This is an optimization exercise on Yosys and OpenROAD, whose aim is small area, not a production implementation.
Only simulation tests tie the RTL to the original design; equivalence was not proved.
The clock port is modelled as an ideal driver; clocking choices that lean on that would not hold on a real chip.
Power is estimated from default activity; no workload was simulated.

[flow/design.v]
module regfile_mp #(
  parameter int XLEN = 32,
  parameter int AW   = 5,
  parameter int NRP  = 2
) (
  input  logic                clk,
  input  logic                rst,
  input  logic [NRP*AW-1:0]   rd_addr,
  output logic [NRP*XLEN-1:0] rd_data,
  output logic [NRP-1:0]      rd_ready,
  input  logic                wa_en,
  input  logic [AW-1:0]       wa_addr,
  input  logic [XLEN-1:0]     wa_data,
  input  logic                wb_en,
  input  logic [AW-1:0]       wb_addr,
  input  logic [XLEN-1:0]     wb_data,
  input  logic                claim_en,
  input  logic [AW-1:0]       claim_addr,
  output logic [AW:0]         pend_cnt
);
  localparam int NREG = 1 << AW;
  logic [XLEN-1:0] st   [1:NREG-1];    
  logic [XLEN-1:0] st_n [1:NREG-1];
  logic [NREG-1:1] valid;
  logic [NREG-1:1] pending;
  logic            ph;
  logic [NREG-1:1] sa, sb, hold, rel, clm;
  logic [XLEN-1:0] wa_x, wb_x;
  logic            wb_en_only;
  function automatic logic [3:0] pre_lo_n(input logic [AW-1:0] a);
    for (int j = 0; j < 4; j++) pre_lo_n[j] = !(a[1:0] == j);
  endfunction
  function automatic logic [7:0] pre_hi_n(input logic en, input logic [AW-1:0] a);
    for (int j = 0; j < 8; j++) pre_hi_n[j] = !(en && (a[4:2] == j));
  endfunction
  assign wa_x = wa_data ^ {XLEN{ph}};
  assign wb_x = wb_data ^ {XLEN{ph}};
  assign wb_en_only = wb_en && !(wa_en && (wa_addr == wb_addr));
  logic [3:0] wa_lo_n, wb_lo_n;
  logic [7:0] wa_hi_n, wb_hi_n;
  assign wa_lo_n = pre_lo_n(wa_addr);
  assign wa_hi_n = pre_hi_n(wa_en, wa_addr);
  assign wb_lo_n = pre_lo_n(wb_addr);
  assign wb_hi_n = pre_hi_n(wb_en_only, wb_addr);
  for (genvar i = 1; i < NREG; i++) begin : g_reg
    rf_wsel u_sel (.a_lo_n(wa_lo_n[i % 4]), .a_hi_n(wa_hi_n[i / 4]),
                   .b_lo_n(wb_lo_n[i % 4]), .b_hi_n(wb_hi_n[i / 4]),
                   .sa(sa[i]), .sb(sb[i]), .h(hold[i]));
    assign rel[i]  = wb_en && (wb_addr == i);
    assign clm[i]  = claim_en && (claim_addr == i);
    for (genvar b = 0; b < XLEN; b++) begin : g_bit
      rf_wbit u_w (.sa(sa[i]), .sb(sb[i]), .h(hold[i]), .a(wa_x[b]), .b(wb_x[b]), .q(st[i][b]),
                   .d(st_n[i][b]));
    end
    always_ff @(posedge clk) begin
      st[i] <= st_n[i];
    end
    always_ff @(posedge clk or posedge rst) begin
      if (rst) begin
        valid[i]   <= 1'b0;
        pending[i] <= 1'b0;
      end else begin
        valid[i]   <= valid[i] | !hold[i];
        pending[i] <= clm[i] | (pending[i] & !rel[i]);
      end
    end
  end
  always_ff @(posedge clk or posedge rst) begin
    if (rst) ph <= 1'b0;
    else     ph <= !ph;
  end
  logic [3:0] cl_lo, wr_lo;
  logic [7:0] cl_hi, wr_hi;
  logic       pend_c_n, pend_b_n, claim_ok, cnt_inc, cnt_dec;
  assign cl_lo = ~pre_lo_n(claim_addr);
  assign cl_hi = ~pre_hi_n(claim_en, claim_addr);
  assign wr_lo = ~pre_lo_n(wb_addr);
  assign wr_hi = ~pre_hi_n(wb_en, wb_addr);
  rf_mux31n u_pc (.v(pending), .lo(cl_lo), .hi(cl_hi), .y_n(pend_c_n));
  rf_mux31n u_pb (.v(pending), .lo(wr_lo), .hi(wr_hi), .y_n(pend_b_n));
  assign claim_ok = claim_en && (claim_addr != '0);
  assign cnt_inc  = claim_ok && pend_c_n;
  assign cnt_dec  = !pend_b_n && !(claim_ok && (claim_addr == wb_addr));
  always_ff @(posedge clk or posedge rst) begin
    if (rst) pend_cnt <= '0;
    else     pend_cnt <= pend_cnt + {{AW{1'b0}}, cnt_inc} - {{AW{1'b0}}, cnt_dec};
  end
  for (genvar k = 0; k < NRP; k++) begin : g_rd
    logic [AW-1:0]   a;
    logic [NREG-1:1] rs;
    logic            any_n;
    logic [3:0]      lo;
    logic [7:0]      hi;
    logic            any;
    assign a  = rd_addr[k*AW +: AW];
    assign lo = ~pre_lo_n(a);
    assign hi = ~pre_hi_n(1'b1, a);
    for (genvar i = 1; i < NREG; i++) begin : g_dec
      rf_rsel u_rs (.lo(lo[i % 4]), .hi(hi[i / 4]), .v(valid[i]), .s(rs[i]));
    end
    rf_mux31n u_any (.v(valid), .lo(lo), .hi(hi), .y_n(any_n));
    rf_mux31n u_rdy (.v(pending), .lo(lo), .hi(hi), .y_n(rd_ready[k]));
    assign any = !any_n;
    for (genvar b = 0; b < XLEN; b++) begin : g_bit
      logic [NREG-1:1] col;
      for (genvar i = 1; i < NREG; i++) begin : g_col
        assign col[i] = st[i][b];
      end
      rf_rbit u_r (.sel(rs), .d(col), .x(any & ph), .y(rd_data[k*XLEN + b]));
    end
  end
endmodule
module rf_mux31n (
  input  logic [31:1] v,
  input  logic [3:0]  lo,
  input  logic [7:0]  hi,
  output logic        y_n
);
  logic [7:0] g;
  for (genvar h = 0; h < 8; h++) begin : g_h
    logic [3:0] w;
    for (genvar l = 0; l < 4; l++) begin : g_l
      if (h == 0 && l == 0) begin : g_z
        assign w[l] = 1'b0;
      end else begin : g_v
        assign w[l] = v[4 * h + l];
      end
    end
    rf_ao4 u_g (.s(lo), .d(w), .y(g[h]));
  end
  rf_ao8n u_y (.s(hi), .d(g), .y(y_n));
endmodule
module rf_ao4 (
  input  logic [3:0] s,
  input  logic [3:0] d,
  output logic       y
);
  assign y = |(s & d);
endmodule
module rf_ao8n (
  input  logic [7:0] s,
  input  logic [7:0] d,
  output logic       y
);
  assign y = ~|(s & d);
endmodule
module rf_nor2 (
  input  logic a, b,
  output logic y
);
  assign y = ~(a | b);
endmodule
module rf_wsel (
  input  logic a_lo_n, a_hi_n, b_lo_n, b_hi_n,
  output logic sa, sb, h
);
  rf_nor2 u_a (.a(a_lo_n), .b(a_hi_n), .y(sa));
  rf_nor2 u_b (.a(b_lo_n), .b(b_hi_n), .y(sb));
  rf_nor2 u_h (.a(sa), .b(sb), .y(h));
endmodule
module rf_rsel (
  input  logic lo, hi, v,
  output logic s
);
  assign s = lo & hi & v;
endmodule
module rf_wbit (
  input  logic sa, sb, h, a, b, q,
  output logic d
);
  assign d = ~((sa & a) | (sb & b) | (h & q));
endmodule
module rf_aoi3 (
  input  logic s0, d0, s1, d1, s2, d2,
  output logic y
);
  assign y = ~((s0 & d0) | (s1 & d1) | (s2 & d2));
endmodule
module rf_rbit (
  input  logic [30:0] sel,
  input  logic [30:0] d,
  input  logic        x,
  output logic        y
);
  logic [10:0] t;
  for (genvar g = 0; g < 10; g++) begin : g_t
    rf_aoi3 u_t (.s0(sel[3*g]), .d0(d[3*g]), .s1(sel[3*g+1]), .d1(d[3*g+1]),
                 .s2(sel[3*g+2]), .d2(d[3*g+2]), .y(t[g]));
  end
  assign t[10] = ~(sel[30] & d[30]);
  logic [2:0] p;
  logic       o;
  rf_nand4 u_p0 (.a(t[0]), .b(t[1]), .c(t[2]), .d(t[3]), .y(p[0]));
  rf_nand4 u_p1 (.a(t[4]), .b(t[5]), .c(t[6]), .d(t[7]), .y(p[1]));
  rf_nand3 u_p2 (.a(t[8]), .b(t[9]), .c(t[10]), .y(p[2]));
  rf_or3   u_o  (.a(p[0]), .b(p[1]), .c(p[2]), .y(o));
  rf_xor2  u_x  (.a(o), .b(x), .y(y));
endmodule
module rf_nand4 (input logic a, b, c, d, output logic y);
  assign y = ~(a & b & c & d);
endmodule
module rf_nand3 (input logic a, b, c, output logic y);
  assign y = ~(a & b & c);
endmodule
module rf_or3 (input logic a, b, c, output logic y);
  assign y = a | b | c;
endmodule
module rf_xor2 (input logic a, b, output logic y);
  assign y = a ^ b;
endmodule
[flow/flow/run.sh]
#!/bin/bash
# Own layout flow: the standard flow (standard.sh, unchanged synthesis) with these changes:
#  - the port buffers are buf_1 cells (BUFFER_PORTS_ARGS);
#  - before each physical step, flow/hook.tcl marks logic cells of drive 2 and up and buffers
#    above buf_2 don't-use, so repair and rebuffering build from small cells;
set -euo pipefail
H="$PWD/flow/hook.tcl"
bash standard.sh synth > flow_synth.log 2>&1
bash standard.sh \
  "BUFFER_PORTS_ARGS=-buffer_cell sky130_fd_sc_hd__buf_1" \
  "CTS_ARGS=-sink_clustering_enable -repair_clock_nets -sink_clustering_size 25 -sink_clustering_max_diameter 100 -buf_list sky130_fd_sc_hd__clkbuf_16 -dont_use_dummy_load" \
  "PRE_FLOORPLAN_TCL=$H" "PRE_GLOBAL_PLACE_TCL=$H" "PRE_RESIZE_TCL=$H" \
  "PRE_DETAIL_PLACE_TCL=$H" "PRE_REPAIR_TIMING_POST_PLACE_TCL=$H" "PRE_CTS_TCL=$H" \
  "PRE_GLOBAL_ROUTE_TCL=$H" "PRE_DETAIL_ROUTE_TCL=$H" \
  finish > flow_layout.log 2>&1
[flow/flow/hook.tcl]
# Sourced before each physical step: keep the resizer to minimum-size logic cells and to
# buf_1/buf_2 buffers. Clock cells (clkbuf/clkinv) stay available for CTS.
set_dont_use {sky130_fd_sc_hd__a2111o_2 sky130_fd_sc_hd__a2111o_4 sky130_fd_sc_hd__a2111oi_2 sky130_fd_sc_hd__a2111oi_4 sky130_fd_sc_hd__a211o_2 sky130_fd_sc_hd__a211o_4 sky130_fd_sc_hd__a211oi_2 sky130_fd_sc_hd__a211oi_4 sky130_fd_sc_hd__a21bo_2 sky130_fd_sc_hd__a21bo_4 sky130_fd_sc_hd__a21boi_2 sky130_fd_sc_hd__a21boi_4 sky130_fd_sc_hd__a21o_2 sky130_fd_sc_hd__a21o_4 sky130_fd_sc_hd__a21oi_2 sky130_fd_sc_hd__a21oi_4 sky130_fd_sc_hd__a221o_2 sky130_fd_sc_hd__a221o_4 sky130_fd_sc_hd__a221oi_2 sky130_fd_sc_hd__a221oi_4 sky130_fd_sc_hd__a22o_2 sky130_fd_sc_hd__a22o_4 sky130_fd_sc_hd__a22oi_2 sky130_fd_sc_hd__a22oi_4 sky130_fd_sc_hd__a2bb2o_2 sky130_fd_sc_hd__a2bb2o_4 sky130_fd_sc_hd__a2bb2oi_2 sky130_fd_sc_hd__a2bb2oi_4 sky130_fd_sc_hd__a311o_2 sky130_fd_sc_hd__a311o_4 sky130_fd_sc_hd__a311oi_2 sky130_fd_sc_hd__a311oi_4 sky130_fd_sc_hd__a31o_2 sky130_fd_sc_hd__a31o_4 sky130_fd_sc_hd__a31oi_2 sky130_fd_sc_hd__a31oi_4 sky130_fd_sc_hd__a32o_2 sky130_fd_sc_hd__a32o_4 sky130_fd_sc_hd__a32oi_2 sky130_fd_sc_hd__a32oi_4 sky130_fd_sc_hd__a41o_2 sky130_fd_sc_hd__a41o_4 sky130_fd_sc_hd__a41oi_2 sky130_fd_sc_hd__a41oi_4 sky130_fd_sc_hd__and2_2 sky130_fd_sc_hd__and2_4 sky130_fd_sc_hd__and2b_2 sky130_fd_sc_hd__and2b_4 sky130_fd_sc_hd__and3_2 sky130_fd_sc_hd__and3_4 sky130_fd_sc_hd__and3b_2 sky130_fd_sc_hd__and3b_4 sky130_fd_sc_hd__and4_2 sky130_fd_sc_hd__and4_4 sky130_fd_sc_hd__and4b_2 sky130_fd_sc_hd__and4b_4 sky130_fd_sc_hd__and4bb_2 sky130_fd_sc_hd__and4bb_4 sky130_fd_sc_hd__buf_12 sky130_fd_sc_hd__buf_16 sky130_fd_sc_hd__buf_4 sky130_fd_sc_hd__buf_6 sky130_fd_sc_hd__buf_8 sky130_fd_sc_hd__bufbuf_16 sky130_fd_sc_hd__bufbuf_8 sky130_fd_sc_hd__bufinv_16 sky130_fd_sc_hd__bufinv_8 sky130_fd_sc_hd__dfbbn_2 sky130_fd_sc_hd__dfsbp_2 sky130_fd_sc_hd__dfxbp_2 sky130_fd_sc_hd__dlclkp_2 sky130_fd_sc_hd__dlclkp_4 sky130_fd_sc_hd__dlrbn_2 sky130_fd_sc_hd__dlrbp_2 sky130_fd_sc_hd__dlrtn_2 sky130_fd_sc_hd__dlrtn_4 sky130_fd_sc_hd__dlrtp_2 sky130_fd_sc_hd__dlrtp_4 sky130_fd_sc_hd__dlxbn_2 sky130_fd_sc_hd__dlxtn_2 sky130_fd_sc_hd__dlxtn_4 sky130_fd_sc_hd__ebufn_2 sky130_fd_sc_hd__ebufn_4 sky130_fd_sc_hd__ebufn_8 sky130_fd_sc_hd__einvn_2 sky130_fd_sc_hd__einvn_4 sky130_fd_sc_hd__einvn_8 sky130_fd_sc_hd__einvp_2 sky130_fd_sc_hd__einvp_4 sky130_fd_sc_hd__einvp_8 sky130_fd_sc_hd__fa_2 sky130_fd_sc_hd__fa_4 sky130_fd_sc_hd__ha_2 sky130_fd_sc_hd__ha_4 sky130_fd_sc_hd__inv_12 sky130_fd_sc_hd__inv_16 sky130_fd_sc_hd__inv_2 sky130_fd_sc_hd__inv_4 sky130_fd_sc_hd__inv_6 sky130_fd_sc_hd__inv_8 sky130_fd_sc_hd__maj3_2 sky130_fd_sc_hd__maj3_4 sky130_fd_sc_hd__mux2_2 sky130_fd_sc_hd__mux2_4 sky130_fd_sc_hd__mux2_8 sky130_fd_sc_hd__mux2i_2 sky130_fd_sc_hd__mux2i_4 sky130_fd_sc_hd__mux4_2 sky130_fd_sc_hd__mux4_4 sky130_fd_sc_hd__nand2_2 sky130_fd_sc_hd__nand2_4 sky130_fd_sc_hd__nand2_8 sky130_fd_sc_hd__nand2b_2 sky130_fd_sc_hd__nand2b_4 sky130_fd_sc_hd__nand3_2 sky130_fd_sc_hd__nand3_4 sky130_fd_sc_hd__nand3b_2 sky130_fd_sc_hd__nand3b_4 sky130_fd_sc_hd__nand4_2 sky130_fd_sc_hd__nand4_4 sky130_fd_sc_hd__nand4b_2 sky130_fd_sc_hd__nand4b_4 sky130_fd_sc_hd__nand4bb_2 sky130_fd_sc_hd__nand4bb_4 sky130_fd_sc_hd__nor2_2 sky130_fd_sc_hd__nor2_4 sky130_fd_sc_hd__nor2_8 sky130_fd_sc_hd__nor2b_2 sky130_fd_sc_hd__nor2b_4 sky130_fd_sc_hd__nor3_2 sky130_fd_sc_hd__nor3_4 sky130_fd_sc_hd__nor3b_2 sky130_fd_sc_hd__nor3b_4 sky130_fd_sc_hd__nor4_2 sky130_fd_sc_hd__nor4_4 sky130_fd_sc_hd__nor4b_2 sky130_fd_sc_hd__nor4b_4 sky130_fd_sc_hd__nor4bb_2 sky130_fd_sc_hd__nor4bb_4 sky130_fd_sc_hd__o2111a_2 sky130_fd_sc_hd__o2111a_4 sky130_fd_sc_hd__o2111ai_2 sky130_fd_sc_hd__o2111ai_4 sky130_fd_sc_hd__o211a_2 sky130_fd_sc_hd__o211a_4 sky130_fd_sc_hd__o211ai_2 sky130_fd_sc_hd__o211ai_4 sky130_fd_sc_hd__o21a_2 sky130_fd_sc_hd__o21a_4 sky130_fd_sc_hd__o21ai_2 sky130_fd_sc_hd__o21ai_4 sky130_fd_sc_hd__o21ba_2 sky130_fd_sc_hd__o21ba_4 sky130_fd_sc_hd__o21bai_2 sky130_fd_sc_hd__o21bai_4 sky130_fd_sc_hd__o221a_2 sky130_fd_sc_hd__o221a_4 sky130_fd_sc_hd__o221ai_2 sky130_fd_sc_hd__o221ai_4 sky130_fd_sc_hd__o22a_2 sky130_fd_sc_hd__o22a_4 sky130_fd_sc_hd__o22ai_2 sky130_fd_sc_hd__o22ai_4 sky130_fd_sc_hd__o2bb2a_2 sky130_fd_sc_hd__o2bb2a_4 sky130_fd_sc_hd__o2bb2ai_2 sky130_fd_sc_hd__o2bb2ai_4 sky130_fd_sc_hd__o311a_2 sky130_fd_sc_hd__o311a_4 sky130_fd_sc_hd__o311ai_2 sky130_fd_sc_hd__o311ai_4 sky130_fd_sc_hd__o31a_2 sky130_fd_sc_hd__o31a_4 sky130_fd_sc_hd__o31ai_2 sky130_fd_sc_hd__o31ai_4 sky130_fd_sc_hd__o32a_2 sky130_fd_sc_hd__o32a_4 sky130_fd_sc_hd__o32ai_2 sky130_fd_sc_hd__o32ai_4 sky130_fd_sc_hd__o41a_2 sky130_fd_sc_hd__o41a_4 sky130_fd_sc_hd__o41ai_2 sky130_fd_sc_hd__o41ai_4 sky130_fd_sc_hd__or2_2 sky130_fd_sc_hd__or2_4 sky130_fd_sc_hd__or2b_2 sky130_fd_sc_hd__or2b_4 sky130_fd_sc_hd__or3_2 sky130_fd_sc_hd__or3_4 sky130_fd_sc_hd__or3b_2 sky130_fd_sc_hd__or3b_4 sky130_fd_sc_hd__or4_2 sky130_fd_sc_hd__or4_4 sky130_fd_sc_hd__or4b_2 sky130_fd_sc_hd__or4b_4 sky130_fd_sc_hd__or4bb_2 sky130_fd_sc_hd__or4bb_4 sky130_fd_sc_hd__sdfbbn_2 sky130_fd_sc_hd__sdfsbp_2 sky130_fd_sc_hd__sdfxbp_2 sky130_fd_sc_hd__sdlclkp_2 sky130_fd_sc_hd__sdlclkp_4 sky130_fd_sc_hd__sedfxbp_2 sky130_fd_sc_hd__xnor2_2 sky130_fd_sc_hd__xnor2_4 sky130_fd_sc_hd__xnor3_2 sky130_fd_sc_hd__xnor3_4 sky130_fd_sc_hd__xor2_2 sky130_fd_sc_hd__xor2_4 sky130_fd_sc_hd__xor3_2 sky130_fd_sc_hd__xor3_4 }
[flow/standard.sh]
#!/bin/bash
# synth_recipe.tcl (not shown) runs the flow's synth.tcl, then flattens the netlist and writes it again
# the make line also repeats each setting of config.mk as NAME=value (left out here)
make -C /OpenROAD-flow-scripts/flow DESIGN_CONFIG=/design/flow/config.mk WORK_HOME=/design/flow/orfs CLKGATE_MAP_FILE= SYNTH_SCRIPT=/design/flow/synth_recipe.tcl "${@:-finish}"
[flow/config.mk]
export PLATFORM = sky130hd
export DESIGN_NAME = regfile_mp
export DESIGN_NICKNAME = regfile_mp
export VERILOG_FILES = /design/flow/design.v
export SDC_FILE = /design/flow/constraint.sdc
export NUM_CORES = 8
export LEC_CHECK = 0
export CAP_MARGIN = 20
export CORE_MARGIN = 2
export CORE_UTILIZATION = 40
export CTS_BUF_LIST = sky130_fd_sc_hd__clkbuf_16
export CTS_CLUSTER_DIAMETER = 100
export CTS_CLUSTER_SIZE = 25
export SLEW_MARGIN = 20
export SYNTH_HIERARCHICAL = 1
[flow/constraint.sdc]
create_clock -name core_clock -period 8.0 [get_ports {clk}]
set_input_delay 1.6000 -clock core_clock [delete_from_list [all_inputs] [get_ports {clk}]]
set_output_delay 1.6000 -clock core_clock [all_outputs]
set_load 0.01 [all_outputs]
==> summary.md, run 1 <==
| Metric | Value |
|---|---|
| Tcrit/Tclk final | `0.900` |
| Layout area overhead | `12.0%` |
| Slowest Stage Delay on Critical Path | `1080 ps` |
| Vias/cell | `8.78` |
| Pwr Density | `292 nW/um^2` |
| Skew-Pair Late Insertion Delay | `680 ps` |
| Final Hold Viols | `0` |
| CTS clk-pin slew, worst paths | `80 ps` |
| Slew @ Worst Pin | `~1300 ps` |
| Setup crit end kind | `output pin` |
| Synth Net Count | `3,842` |
| CP required | `around 6400 ps` |
| Drt drc | `0` |
| Cts bufs inserted | `49` |
| CTS Hold Bufs | `0` |
| I/O Pins | `approximately 170` |
| Row count | `around 120` |
| Fin area | `between 40,000 and 50,000 um^2` |
| Setup WS pre-CTS | `1100 ps` |
| Async SR Flop Fraction | `0.0650` |
| Slew Viols, Final | `0` |
| Synthesized instance count | `approximately 3,700` |
| GR Util All Layers | `0.384` |
| Post-cts sizing count | `0` |
| DIE HEIGHT | `336 um` |
| Post-route ant nets | `0` |
| I/O Buffers | `roughly 170` |
| Nets | `4,396` |
| Maxcap violations | `0` |
| # placed instances | `5,716` |
| Achievable Freq | `139 MHz` |
| Post-synth top area cell | `dfxtp_1` |
| Synth cell types | `37` |
| Share of layout cells above drive strength 1 | `0.0757` |
| Final TNS setup | `0 ps` |
| Maximum VDD drop | `0.000183 V` |
| Dpl cell area | `between 40,000 and 50,000 um^2` |
| Critical Path Most Common Cell | `buf_1` |
| Final WL | `230,000 um` |
| Ys flop type | `dfxtp_1` |
| Relative slew slack | `0.117` |
| CP startpoint kind | `input port` |
| First-pass GRT wire length | `326,000 um` |
| CP Max Fanout | `16` |
| Die Span X | `336 um` |
| Minimum clock period | `around 7200 ps` |
| HPWL after detailed placement | `148,000 um` |
| Hold slack | `486 ps` |
| Routed wire length per instance | `39.8 um` |
| Largest net degree at the start of global routing | `34` |
| Final core occ | `0.453` |
| Filler cells | `~10,000` |
| DRT iter0 DRCs | `17,600` |
| Worst-path cell chain | `buf_1 -> nor3b_1 -> and3_1 -> buf_2 -> a222oi_1 -> nand4_1 -> or3_1 -> xor2_1 -> buf_1` |
| Final count of negative-setup-slack endpoints | `0` |
| Critical path data arrival time | `5600 ps` |
| Gr ovfl total | `0` |
| Critical path type | `input port to output pin` |
| Unrepaired setup endpoints after global routing | `no` |
| Hold Crit Class | `register to register` |
| Layout Skew | `29.5 ps` |
| Area contributors post-synth | `dfxtp_1 45%, a222oi_1 37%, dfrtp_1 3.9%, xor2_1 2.7%, a22oi_1 2.0%` |
| Sequential share of the synthesized area | `0.489` |
| Initial antenna violation count | `10` |
| Slowest stage cell, crit path | `and3_1` |
| Setup Fix Bufs, Post-CTS | `0` |
| Overall power | `14.4 mW` |
| Layout Cells excl Fill | `between 5,000 and 6,000` |
| Via Count | `~50,000` |
| Synth warn | `10` |
| DR pass1 iterations | `21` |
| Area fraction of the dominant cell type after synthesis | `0.449` |
| Worst Setup Slack, final | `800 ps` |
| Post-synth EDFFs | `0` |
| CTS tree | `done` |
| Placer Congestion | `1.01` |
| #FFs+latches synth | `between 1,000 and 1,500` |
| Leak | `approximately 18 nW` |
| Core outline area | `109,000 um^2` |
| Avg Inst Size Synth | `11.8 um^2` |
| Outcome | `no timing/DRC/antenna violations` |
| Starting density of the core | `0.405` |
| Clock sink count | `1,061` |
| Die Footprint | `113,000 um^2` |
| Number of global-route vias before repair | `46,000` |
| Synthesized area | `44,200 um^2` |
-- modules after synthesis, one instance, submodules excluded, a selection --
| module | cell area, um^2 | flip-flops and latches | cells inside | times used |
|---|---|---|---|---|
| rf_rsel | 6.26 | 0 | 1 | 62 |
| rf_mux31n | 3.75 | 0 | 1 | 6 |
| regfile_mp | 23600 | 1061 | 1390 | 1 |
| rf_wbit | 10.0 | 0 | 1 | 992 |
| rf_rbit | 3.75 | 0 | 1 | 64 |
| rf_ao4 | 18.8 | 0 | 3 | 48 |
-- cell usage in the layout (no fill, tap or decap), types with 2 or more instances in the layout --
master / n
and3_1: 64
and2_1: 2
nor2_1: 104
clkbuf_2: 3
and3b_1: 3
a222oi_1: 1632
nand3_1: 78
xor2_1: 135
o21ai_0: 62
dfxtp_1: 992
nor3b_1: 6
diode_2: 4
and4_1: 6
nor2b_1: 12
nand2b_1: 37
buf_2: 264
nor3_1: 3
a21oi_1: 3
clkbuf_4: 2
inv_1: 31
dfrtp_1: 68
xnor2_1: 8
nand4_1: 131
or3_1: 64
or2_2: 3
buf_1: 251
a21o_1: 2
clkbuf_16: 49
ha_1: 6
a22oi_1: 120
nand2_1: 136
conb_1: 6
-- synth_stat cells, types with 2 or more instances --
cell type  count
nand2b_1      37
dfrtp_1       69
a22oi_1      120
and3_1        64
conb_1         6
and2_1         2
a222oi_1    1632
clkbuf_1       3
nand4_1      131
and4_1         6
xor2_1       135
a21o_1         2
nor2_1       104
nor3_1         3
dfxtp_1      992
a21oi_1        3
nor2b_1       12
inv_1         32
ha_1           6
nand2_1      136
nand3_1       78
or3_1         64
and3b_1        3
xnor2_1        8
o21ai_0       62
nor3b_1        6
buf_2         13
or2_2          3
-- cell families after synthesis --
kind of cell	Yosys count	share of synthesized area
other	6	0.000510
and+or+nand+nor	652	0.0774
adders and majority gates	7	0.00215
xor gates and xnor gates	143	0.0283
DFF	1061	0.489
AOI/OAI and AO/OA	1823	0.398
buffers and inverters	49	0.00470
-- layout make-up --
class,count,area [um^2],share of cell area
diodes,4,10.0,0.000202
clock buffers,49,1230,0.0248
inverters,32,121,0.00245
multi-input cells,2631,22400,0.453
flip-flops and latches,1061,21600,0.436
well taps,1476,1850,0.0373
repair buffers,520,2290,0.0464
-- state kept, by name, indices dropped and copies added, names as in the netlist --
signal	flops
valid	31
pending	31
st	992
pend_cnt	6
ph	1
-- report_power, final --
part	internal [mW]	total, mW	switching [mW]	leakage (nW)
Combinational	1.49	3.18	1.70	7.78
Clock	1.10	2.90	1.80	0.604
Sequential	6.98	8.36	1.38	9.19
-- path summary, 6_finish.rpt --
kind                                    start                     to  slack (ps)  depth (start not counted)
max                                rd_addr[4]            rd_data[31]         800                          9
min                        st[20][30]$_DFF_P_     st[20][30]$_DFF_P_         490                          1
max reg2reg                      ph$_DFF_PP0_     st[20][21]$_DFF_P_        4250                          4
min reg2reg                st[20][30]$_DFF_P_     st[20][30]$_DFF_P_         490                          1
max in group asynchronous                 rst           ph$_DFF_PP0_        5800                          3
min in group asynchronous                 rst  pend_cnt[0]$_DFF_PP0_         930                          2
-- critical path: cells and delay by family --
kind                   cells  cell delay, ps
XOR/XNOR                   1             260
buffers and inverters      3            1000
AND/OR/NAND/NOR            4            2530
AO/OA/AOI/OAI              1             190
-- metal layers --
metal / vias to the layer above / GRT usage / wire (um)
li1: 19700 / - / -
met1: 24600 / 0.516 / 80900
met2: 5376 / 0.538 / 91600
met3: 917 / 0.116 / 40500
met4: 8 / 0.227 / 16700
met5: - / 0 / 57
==> run 2, diff against run 1 <==
--- a/flow/flow/run.sh
+++ b/flow/flow/run.sh
@@ -10,3 +10,3 @@
   "BUFFER_PORTS_ARGS=-buffer_cell sky130_fd_sc_hd__buf_1" \
-  "CTS_ARGS=-sink_clustering_enable -repair_clock_nets -sink_clustering_size 25 -sink_clustering_max_diameter 100 -buf_list sky130_fd_sc_hd__clkbuf_16 -dont_use_dummy_load" \
+  "CTS_ARGS=-sink_clustering_enable -repair_clock_nets -sink_clustering_size 30 -sink_clustering_max_diameter 100 -buf_list sky130_fd_sc_hd__clkbuf_16 -dont_use_dummy_load" \
   "PRE_FLOORPLAN_TCL=$H" "PRE_GLOBAL_PLACE_TCL=$H" "PRE_RESIZE_TCL=$H" \
--- a/flow/config.mk
+++ b/flow/config.mk
@@ -12,3 +12,3 @@
 export CTS_CLUSTER_DIAMETER = 100
-export CTS_CLUSTER_SIZE = 25
+export CTS_CLUSTER_SIZE = 30
 export SLEW_MARGIN = 20
==> summary.md, run 2 <==
| Metric | Value |
|---|---|
| Clock share of power | `0.193 (-0.008)` |
| Final WL | `230,000 um (-0.11%)` |
| Layout Skew | `53.1 ps (+23.6 ps)` |
| Placer Congestion | `1.01 (unchanged)` |
| Critical hold path startpoint | `st[20][13]$_DFF_P_` |
| Post-synth EDFFs | `0 (unchanged)` |
| Maxcap violations | `0 (unchanged)` |
| Avg Inst Size Synth | `11.8 um^2 (unchanged)` |
| Async SR Flop Fraction | `0.0650 (unchanged)` |
| Pwr Density | `290 nW/um^2 (-0.71%)` |
| Post-Synth Adder-Cell Area | `0.00215 (unchanged)` |
| I/O Pins | `166 (unchanged)` |
| CP required | `6400 ps (about the same)` |
| Largest register FFs | `992 (unchanged)` |
| Maximum VDD drop | `0.000170 V (-7.0%)` |
| First-pass GRT wire length | `326,000 um (about the same)` |
| Synth cell types | `37 (unchanged)` |
| Slew @ Worst Pin | `1240 ps (-88.1 ps)` |
| Synthesized instance count | `3,741 (unchanged)` |
| Core outline area | `109,000 um^2 (unchanged)` |
| Drt drc | `0 (unchanged)` |
| Leading cell type by number of instances after synthesis | `a222oi_1` |
| Worst r2r path cells | `4 (unchanged)` |
| Sequential share of the synthesized area | `0.489 (unchanged)` |
| Final TNS setup | `0 ps (unchanged)` |
| Outcome | `no timing/DRC/antenna violations` |
| DR pass1 iterations | `17 (-19%)` |
| Synth Net Count | `3,842 (unchanged)` |
| Commonest non-fill, non-tap cell in the layout | `a222oi_1` |
| Setup Fix Bufs, Post-CTS | `0 (unchanged)` |
| DIE HEIGHT | `336 um (unchanged)` |
| Leak | `17.5 nW (-0.29%)` |
| Largest registers | `st x992, pending x31, valid x31` |
| Area fraction of the dominant cell type after synthesis | `0.449 (unchanged)` |
| Number of global-route vias before repair | `45,700 (-0.51%)` |
| Area contributors post-synth | `dfxtp_1 45%, a222oi_1 37%, dfrtp_1 3.9%, xor2_1 2.7%, a22oi_1 2.0%` |
| Xor/xnor share of the synthesized area | `0.0283 (unchanged)` |
| Via Count | `50,600 (-0.23%)` |
| List of most frequent post-synthesis cells | `1,632 x a222oi_1, 992 x dfxtp_1, 136 x nand2_1` |
| Tcrit/Tclk final | `0.898 (-0.00172)` |
| Post-synthesis mux area share | `0 (unchanged)` |
| Compound-gate portion of the synthesized area | `0.398 (unchanged)` |
| Critical path type | `input port to output pin` |
| #FFs+latches synth | `1,061 (unchanged)` |
| Routed wire length per instance | `39.8 um (about the same)` |
| Nets | `4,392 (-0.091%)` |
| Hold Crit Class | `register to register` |
| Slew Viols, Final | `0 (unchanged)` |
| Minimum clock period | `7190 ps (-13.7 ps)` |
| Unrepaired setup endpoints after global routing | `no` |
| Synthesized area | `44,200 um^2 (unchanged)` |
| Vias/cell | `8.76 (-0.16%)` |
| Final count of negative-setup-slack endpoints | `0 (unchanged)` |
| Post-cts sizing count | `0 (unchanged)` |
| DRT iter0 DRCs | `17,700 (+0.37%)` |
| Flop pwr share | `0.584 (+0.005)` |
| Layout area overhead | `11.7%` |
| Relative slew slack | `0.173 (+0.0557)` |
| Hold-critical path depth | `1 (unchanged)` |
| CTS Hold Bufs | `0 (unchanged)` |
| Largest net degree at the start of global routing | `34 (unchanged)` |
| Commonest non-fill, non-tap cells in the layout | `1,632 x a222oi_1, 992 x dfxtp_1, 265 x buf_2, 250 x buf_1, 136 x nand2_1` |
| R2R Path Start | `ph$_DFF_PP0_` |
| Gr ovfl total | `0 (unchanged)` |
| GR Util All Layers | `0.384 (about the same)` |
| Skew-Pair Late Insertion Delay | `710 ps (+30 ps)` |
| CP Max Fanout | `16 (unchanged)` |
| I/O Buffers | `165 (unchanged)` |
| Post-synth top area cell | `dfxtp_1` |
| Switch Pwr | `4.84 mW (-0.61%)` |
| Simple-gate share of the synthesized area | `0.0774 (unchanged)` |
| Share of layout cells above drive strength 1 | `0.0751 (-0.000629)` |
| CTS clk-pin slew, worst paths | `110 ps (+30 ps)` |
| Dpl cell area | `48,200 um^2 (unchanged)` |
| Sw Ratio | `0.339 (+0.00112)` |
| Largest family of logic cells by synthesized area | `compound AO/OA/AOI/OAI gates` |
| Row count | `121 (unchanged)` |
| RR Endpoint | `st[16][21]$_DFF_P_` |
| Achievable Freq | `139 MHz (+0.19%)` |
| Critical path data arrival time | `5590 ps (about the same)` |
| Largest register by flop count | `st` |
| Starting density of the core | `0.405 (unchanged)` |
| Setup crit end kind | `output pin` |
| Post-route ant nets | `0 (unchanged)` |
| HPWL after detailed placement | `148,000 um (unchanged)` |
| Pint | `9.46 mW (-1.1%)` |
| Overall power | `14.3 mW (-0.94%)` |
| Die Span X | `336 um (unchanged)` |
| Cts bufs inserted | `44 (-10%)` |
| Die Footprint | `113,000 um^2 (unchanged)` |
| Initial antenna violation count | `16 (+6)` |
| CTS tree | `done` |
| Synth warn | `10 (unchanged)` |
| CP startpoint kind | `input port` |
| Final Hold Viols | `0 (unchanged)` |
| Ys flop type | `dfxtp_1` |
| Clock sink count | `1,061 (unchanged)` |
| Worst hold path endpoint | `st[20][13]$_DFF_P_` |
| Reg2reg setup slack | `4260 ps (about the same)` |
| Combinational power share | `0.222 (+0.002)` |
| Fin area | `49,400 um^2 (-0.23%)` |
==> run 2: cell types whose count changed in the layout (fill, tap and decap cells not counted), sizes merged <==
cell,before,now
clkbuf,54,50
==> run 2: worst max-delay path by stage <==
stage	from	depth (start not counted)	to	slack (ps)
finish	rd_addr[4]	9	rd_data[31]	810
global route	rd_addr[4]	9	rd_data[31]	780
CTS	rd_addr[4]	9	rd_data[31]	1090
detailed placement	rd_addr[4]	9	rd_data[31]	1100
global placement	rd_addr[1]	10	rd_data[0]	1150
floorplan	rd_addr[1]	7	rd_data[0]	1370
==> run 2: layout make-up <==
cell class                 count  area (um^2)
timing repair buffer         521         2310
clock buffer                  44         1100
tap                         1476         1850
sequential                  1061        21600
fill                       10400        59800
antenna                        4         10.0
multi-input combinational   2631        22400
inverter                      32          121
==> run 2: cells by family after synthesis <==
family	count (synthesis)
flops	1061
simple gates	652
compound gates	1823
buf+inv	49
fa+ha+maj	7
other cells	6
xor+xnor	143
==> run 2: metal layers <==
metal | vias to the layer above | global-route usage | routed length (um)
met5 | - | 0 | 71
met1 | 24700 | 0.513 | 81000
met4 | 12 | 0.226 | 16300
met3 | 875 | 0.121 | 40100
met2 | 5233 | 0.538 | 92000
li1 | 19700 | - | -
==> run 2: stage by stage <==
step | util | instances | hold WS [ps] | worst slack [ps]
2_1_floorplan | - | 3741 | 456 | 1370
3_3_place_gp | 0.441 | 5711 | 463 | 1150
3_5_place_dp | 0.442 | 5716 | 472 | 1100
4_1_cts | 0.452 | 5760 | 487 | 1090
5_1_grt | 0.452 | 5766 | 497 | 784
6_report | 0.452 | 5769 | 488 | 814
==> run 2: critical path: stages <==
cell      delay, ps
buf_1           240
nor3b_1         840
and3_1         1060
buf_2           560
a222oi_1        190
nand4_1         410
or3_1           200
xor2_1          260
buf_1           200
==> run 2: per-module statistics from Yosys, one instance, submodules excluded, excerpt <==
module,area [um^2],cells,flip-flops and latches,copies in the design
regfile_mp,23600,1390,1061,1
rf_aoi3,10.0,1,0,640
rf_xor2,8.76,1,0,64
rf_nand4,6.26,1,0,128
rf_or3,6.26,1,0,64
rf_rbit,3.75,1,0,64
==> run 2: power by group through the flow <==
stage          Clock, mW  Combinational (mW)  Sequential (mW)
2_1_floorplan          0                2.12             8.00
5_1_grt             2.91                3.37             8.53
6_report            2.76                3.18             8.36
3_3_place_gp           0                3.00             8.35
3_5_place_dp           0                3.08             8.38
4_1_cts             2.76                3.08             8.27
==> run 3, diff against run 2 <==
--- a/flow/design.v
+++ b/flow/design.v
@@ -90,6 +90,5 @@
     logic [NREG-1:1] rs;
-    logic            any_n;
     logic [3:0]      lo;
     logic [7:0]      hi;
-    logic            any;
+    logic            x;
     assign a  = rd_addr[k*AW +: AW];
@@ -100,5 +99,4 @@
     end
-    rf_mux31n u_any (.v(valid), .lo(lo), .hi(hi), .y_n(any_n));
+    rf_anyph u_x (.s(rs), .p(ph), .y(x));
     rf_mux31n u_rdy (.v(pending), .lo(lo), .hi(hi), .y_n(rd_ready[k]));
-    assign any = !any_n;
     for (genvar b = 0; b < XLEN; b++) begin : g_bit
@@ -108,3 +106,3 @@
       end
-      rf_rbit u_r (.sel(rs), .d(col), .x(any & ph), .y(rd_data[k*XLEN + b]));
+      rf_rbit u_r (.sel(rs), .d(col), .x(x), .y(rd_data[k*XLEN + b]));
     end
@@ -132,2 +130,9 @@
 endmodule
+module rf_anyph (
+  input  logic [30:0] s,
+  input  logic        p,
+  output logic        y
+);
+  assign y = (|s) & p;
+endmodule
 module rf_ao4 (
--- a/flow/flow/run.sh
+++ b/flow/flow/run.sh
@@ -10,3 +10,3 @@
   "BUFFER_PORTS_ARGS=-buffer_cell sky130_fd_sc_hd__buf_1" \
-  "CTS_ARGS=-sink_clustering_enable -repair_clock_nets -sink_clustering_size 30 -sink_clustering_max_diameter 100 -buf_list sky130_fd_sc_hd__clkbuf_16 -dont_use_dummy_load" \
+  "CTS_ARGS=-sink_clustering_enable -repair_clock_nets -sink_clustering_size 28 -sink_clustering_max_diameter 100 -buf_list sky130_fd_sc_hd__clkbuf_16 -dont_use_dummy_load" \
   "PRE_FLOORPLAN_TCL=$H" "PRE_GLOBAL_PLACE_TCL=$H" "PRE_RESIZE_TCL=$H" \
--- a/flow/config.mk
+++ b/flow/config.mk
@@ -12,3 +12,3 @@
 export CTS_CLUSTER_DIAMETER = 100
-export CTS_CLUSTER_SIZE = 30
+export CTS_CLUSTER_SIZE = 28
 export SLEW_MARGIN = 20
==> summary.md, run 3 <==
| Metric | Value |
|---|---|
| Initial antenna violation count | `7 (-9)` |
| Post-cts sizing count | `0 (unchanged)` |
| DIE HEIGHT | `335 um (-0.28%)` |
| Pint | `9.48 mW (+0.22%)` |
| Area fraction of the dominant cell type after synthesis | `0.452 (+0.00253)` |
| Slew @ Worst Pin | `1290 ps (+49.3 ps)` |
| GR Util All Layers | `0.377 (-0.00689)` |
| # placed instances | `5,564 (-2.7%)` |
| Post-synth EDFFs | `0 (unchanged)` |
| Hold-critical path depth | `1 (unchanged)` |
| Setup Fix Bufs, Post-CTS | `0 (unchanged)` |
| Synth warn | `10 (unchanged)` |
| Combinational power share | `0.223 (about the same)` |
| Layout area overhead | `11.1%` |
| Slew Viols, Final | `0 (unchanged)` |
| Outcome | `no timing/DRC/antenna violations` |
| Nets | `4,305 (-2.0%)` |
| Avg Inst Size Synth | `11.9 um^2 (+0.54%)` |
| Die Span X | `335 um (-0.28%)` |
| Sw Ratio | `0.334 (-0.00505)` |
| HPWL after detailed placement | `143,000 um (-3.4%)` |
| Vias/cell | `8.84 (+0.91%)` |
| Worst hold path endpoint | `st[23][20]$_DFF_P_` |
| Row count | `121 (unchanged)` |
| R2R Path Start | `ph$_DFF_PP0_` |
| Switch Pwr | `4.75 mW (-2.0%)` |
| Slowest Stage Delay on Critical Path | `880 ps (-180 ps)` |
| Final Hold Viols | `0 (unchanged)` |
| CTS Hold Bufs | `0 (unchanged)` |
| Sequential share of the synthesized area | `0.491 (+0.00275)` |
| Flop pwr share | `0.584 (about the same)` |
| Cts bufs inserted | `45 (+2.3%)` |
| Compound-gate portion of the synthesized area | `0.394 (-0.00425)` |
| First-pass GRT wire length | `319,000 um (-2.0%)` |
| Synth cell types | `40 (+8.1%)` |
| Setup crit end kind | `output pin` |
| CP required | `6400 ps (about the same)` |
| Ys flop type | `dfxtp_1` |
| #FFs+latches synth | `1,061 (unchanged)` |
| CTS clk-pin slew, worst paths | `70 ps (-40 ps)` |
| Routed wire length per instance | `40.0 um (+0.48%)` |
| Async SR Flop Fraction | `0.0650 (unchanged)` |
| Minimum clock period | `7370 ps (+180 ps)` |
| DR pass1 iterations | `17 (unchanged)` |
| Tcrit/Tclk final | `0.921 (+0.0225)` |
| Layout Cells excl Fill | `5,617 (-2.6%)` |
| Worst r2r path cells | `4 (unchanged)` |
| Skew-Pair Late Insertion Delay | `680 ps (-30 ps)` |
| Starting density of the core | `0.404 (-0.00115)` |
| Critical hold path startpoint | `st[23][20]$_DFF_P_` |
| Commonest non-fill, non-tap cell in the layout | `a222oi_1` |
| DRT iter0 DRCs | `16,800 (-5.3%)` |
| Critical path type | `input port to output pin` |
| Synthesized instance count | `3,700 (-1.1%)` |
| Post-route ant nets | `0 (unchanged)` |
| Share of layout cells above drive strength 1 | `0.0676 (-0.00749)` |
| Area contributors post-synth | `dfxtp_1 45%, a222oi_1 37%, dfrtp_1 3.9%, xor2_1 2.7%, nand4_1 1.9%` |
| RR Endpoint | `st[23][0]$_DFF_P_` |
| Maxcap violations | `0 (unchanged)` |
| Core outline area | `109,000 um^2 (-0.28%)` |
| Final core occ | `0.449 (-0.00373)` |
| Largest register by flop count | `st` |
| Leading cell type by number of instances after synthesis | `a222oi_1` |
| Gr ovfl total | `0 (unchanged)` |
| CP Max Fanout | `11 (-5)` |
| Die Footprint | `113,000 um^2 (-0.56%)` |
| Clock sink count | `1,061 (unchanged)` |
| Maximum VDD drop | `0.000199 V (+17%)` |
| Drt drc | `0 (unchanged)` |
| Clock share of power | `0.193 (about the same)` |
| I/O Pins | `166 (unchanged)` |
| Leak | `17.1 nW (-2.1%)` |
| Final TNS setup | `0 ps (unchanged)` |
| Hold Crit Class | `register to register` |
| List of most frequent post-synthesis cells | `1,632 x a222oi_1, 992 x dfxtp_1, 135 x nand4_1, 135 x xor2_1, 120 x nand2_1` |
| Largest registers | `st x992, pending x31, valid x31` |
| Synthesized area | `43,900 um^2 (-0.56%)` |
| Post-Synth Adder-Cell Area | `0.00216 (+0.0000121)` |
| Number of global-route vias before repair | `45,100 (-1.4%)` |
| Post-synth top area cell | `dfxtp_1` |
| Slowest stage cell, crit path | `nor2b_1` |
| Commonest non-fill, non-tap cells in the layout | `1,632 x a222oi_1, 992 x dfxtp_1, 243 x buf_1, 226 x buf_2` |
| CTS tree | `done` |
| Critical path data arrival time | `5770 ps (+180 ps)` |
| Achievable Freq | `136 MHz (-2.4%)` |
| Largest family of logic cells by synthesized area | `compound AO/OA/AOI/OAI gates` |
| Post-synthesis mux area share | `0 (unchanged)` |
| CP startpoint kind | `input port` |
| Relative slew slack | `0.143 (-0.0298)` |
| Synth Net Count | `3,801 (-1.1%)` |
| Unrepaired setup endpoints after global routing | `no` |
| Largest net degree at the start of global routing | `37 (+8.8%)` |
| Worst-path cell chain | `buf_1 -> nor2b_1 -> and3_1 -> nor4_1 -> nand4_1 -> o21a_1 -> buf_2 -> buf_2 -> xor2_1 -> buf_1` |
| Xor/xnor share of the synthesized area | `0.0285 (+0.000160)` |
| Pwr Density | `291 nW/um^2 (+0.56%)` |
| Reg2reg setup slack | `4280 ps (+20 ps)` |
| I/O Buffers | `165 (unchanged)` |
| Via Count | `49,700 (-1.8%)` |
| Largest register FFs | `992 (unchanged)` |
| Final count of negative-setup-slack endpoints | `0 (unchanged)` |
| Simple-gate share of the synthesized area | `0.0789 (+0.00158)` |
| Layout Skew | `44.4 ps (-8.75 ps)` |
| Final WL | `225,000 um (-2.2%)` |
| Placer Congestion | `1.01 (about the same)` |
## run 3: changes by cell type after synthesis, moves of 4 or more
| cell | previous run | this run |
|---|---|---|
| a22oi_1 | 120 | 80 |
| nand4_1 | 131 | 135 |
| nand2_1 | 136 | 120 |
| nor4_1 | 0 | 12 |
## run 3: worst max path at each step
stage | to | from
2_1_floorplan | rd_data[0] | rd_addr[1]
3_3_place_gp | rd_data[42] | rd_addr[6]
3_5_place_dp | rd_data[50] | rd_addr[6]
4_1_cts | rd_data[50] | rd_addr[6]
5_1_grt | rd_data[50] | rd_addr[6]
6_report | rd_data[50] | rd_addr[6]
## run 3: cells by family after synthesis
group                      after synthesis
xor gates and xnor gates               143
AOI/OAI and AO/OA                     1785
other                                    4
buffers and inverters                   48
and+or+nand+nor                        652
adders and majority gates                7
DFF                                   1061
## run 3: power groups by stage
stage	sequential [mW]	clock (mW)	combinational, mW
final	8.31	2.75	3.17
after global routing	8.48	2.94	3.37
after CTS	8.22	2.75	3.08
after global placement	8.30	0	2.99
after floorplan	7.99	0	2.12
after detailed placement	8.34	0	3.08
## run 3: through the flow
stage                     setup WS [ps]  hold slack [ps]  instance area [um^2]  total power, mW
after global routing                671              503                 48800             14.8
after floorplan                    1940              443                 43900             10.1
final                               634              487                 48800             14.2
after global placement              936              462                 47600             11.3
after CTS                           848              485                 48800             14.1
after detailed placement            852              467                 47700             11.4
## run 3: area by class of cell
| type | count | area (um^2) |
|---|---|---|
| sequential | 1061 | 21600 |
| multi-input combinational | 2591 | 22100 |
| timing repair buffer | 473 | 2070 |
| fill | 10300 | 60000 |
| clock buffer | 45 | 1130 |
| inverter | 32 | 121 |
| antenna | 1 | 2.50 |
| tap | 1414 | 1770 |
## run 3: Yosys stat by module, one instance, submodules excluded, excerpt
module | copies in the design | cells
rf_rbit | 64 | 1
rf_nand4 | 128 | 1
rf_rsel | 62 | 1
rf_ao8n | 4 | 5
regfile_mp | 1 | 1387
rf_wbit | 992 | 1
rf_mux31n | 4 | 1
rf_ao4 | 32 | 3
rf_or3 | 64 | 1
rf_nand3 | 64 | 1
rf_aoi3 | 640 | 1
## run 3: routing by layer
metal / part of all wire / up-vias / GRT usage
met2: 0.40 / 5243 / 0.524
met1: 0.35 / 24100 / 0.515
met3: 0.18 / 871 / 0.108
met4: 0.073 / 6 / 0.221
li1: - / 19500 / -
met5: 0.00018 / - / 0
## run 3: critical path, delay by kind of cell
kind                      cells  cell delay (ps)
AOI/OAI and AO/OA             1              670
xor gates and xnor gates      1              190
buffers and inverters         4             1300
and+or+nand+nor               4             1980

==> afterwards: timing with drivers on the ports <==
The flow's constraints put no driver on any port. The routed layouts listed below were extracted and timed again, unchanged, in two steps.
Step 1: set_driving_cell puts a clkbuf_16 on clk and a buf_2 on each other input, an assumption about the parent block.
Step 2 moves the port delays by t, midway between the first and last clock arrival at a register: inputs arrive t later, outputs are due t later. That takes back most of the time a late clock gives input paths.
a / b / c = ideal ports / drivers / drivers and shift; a / b = the first two.
| run | t (ns) | slack for setup (ns) | worst data-port slew with drivers (ns) |
|---|---|---|---|
| run 1 | 0.751 | 0.800 / 0.776 / 0.776 | 0.04 |
| run 2 | 0.740 | 0.814 / 0.790 / 0.790 | 0.04 |
| run 3 | 0.720 | 0.634 / 0.608 / 0.608 | 0.07 |
After both steps setup and hold are still met in every run listed. The setup slack of run 3, which loses most, moves by -0.026 ns with the drivers and by -0.026 ns with both steps.
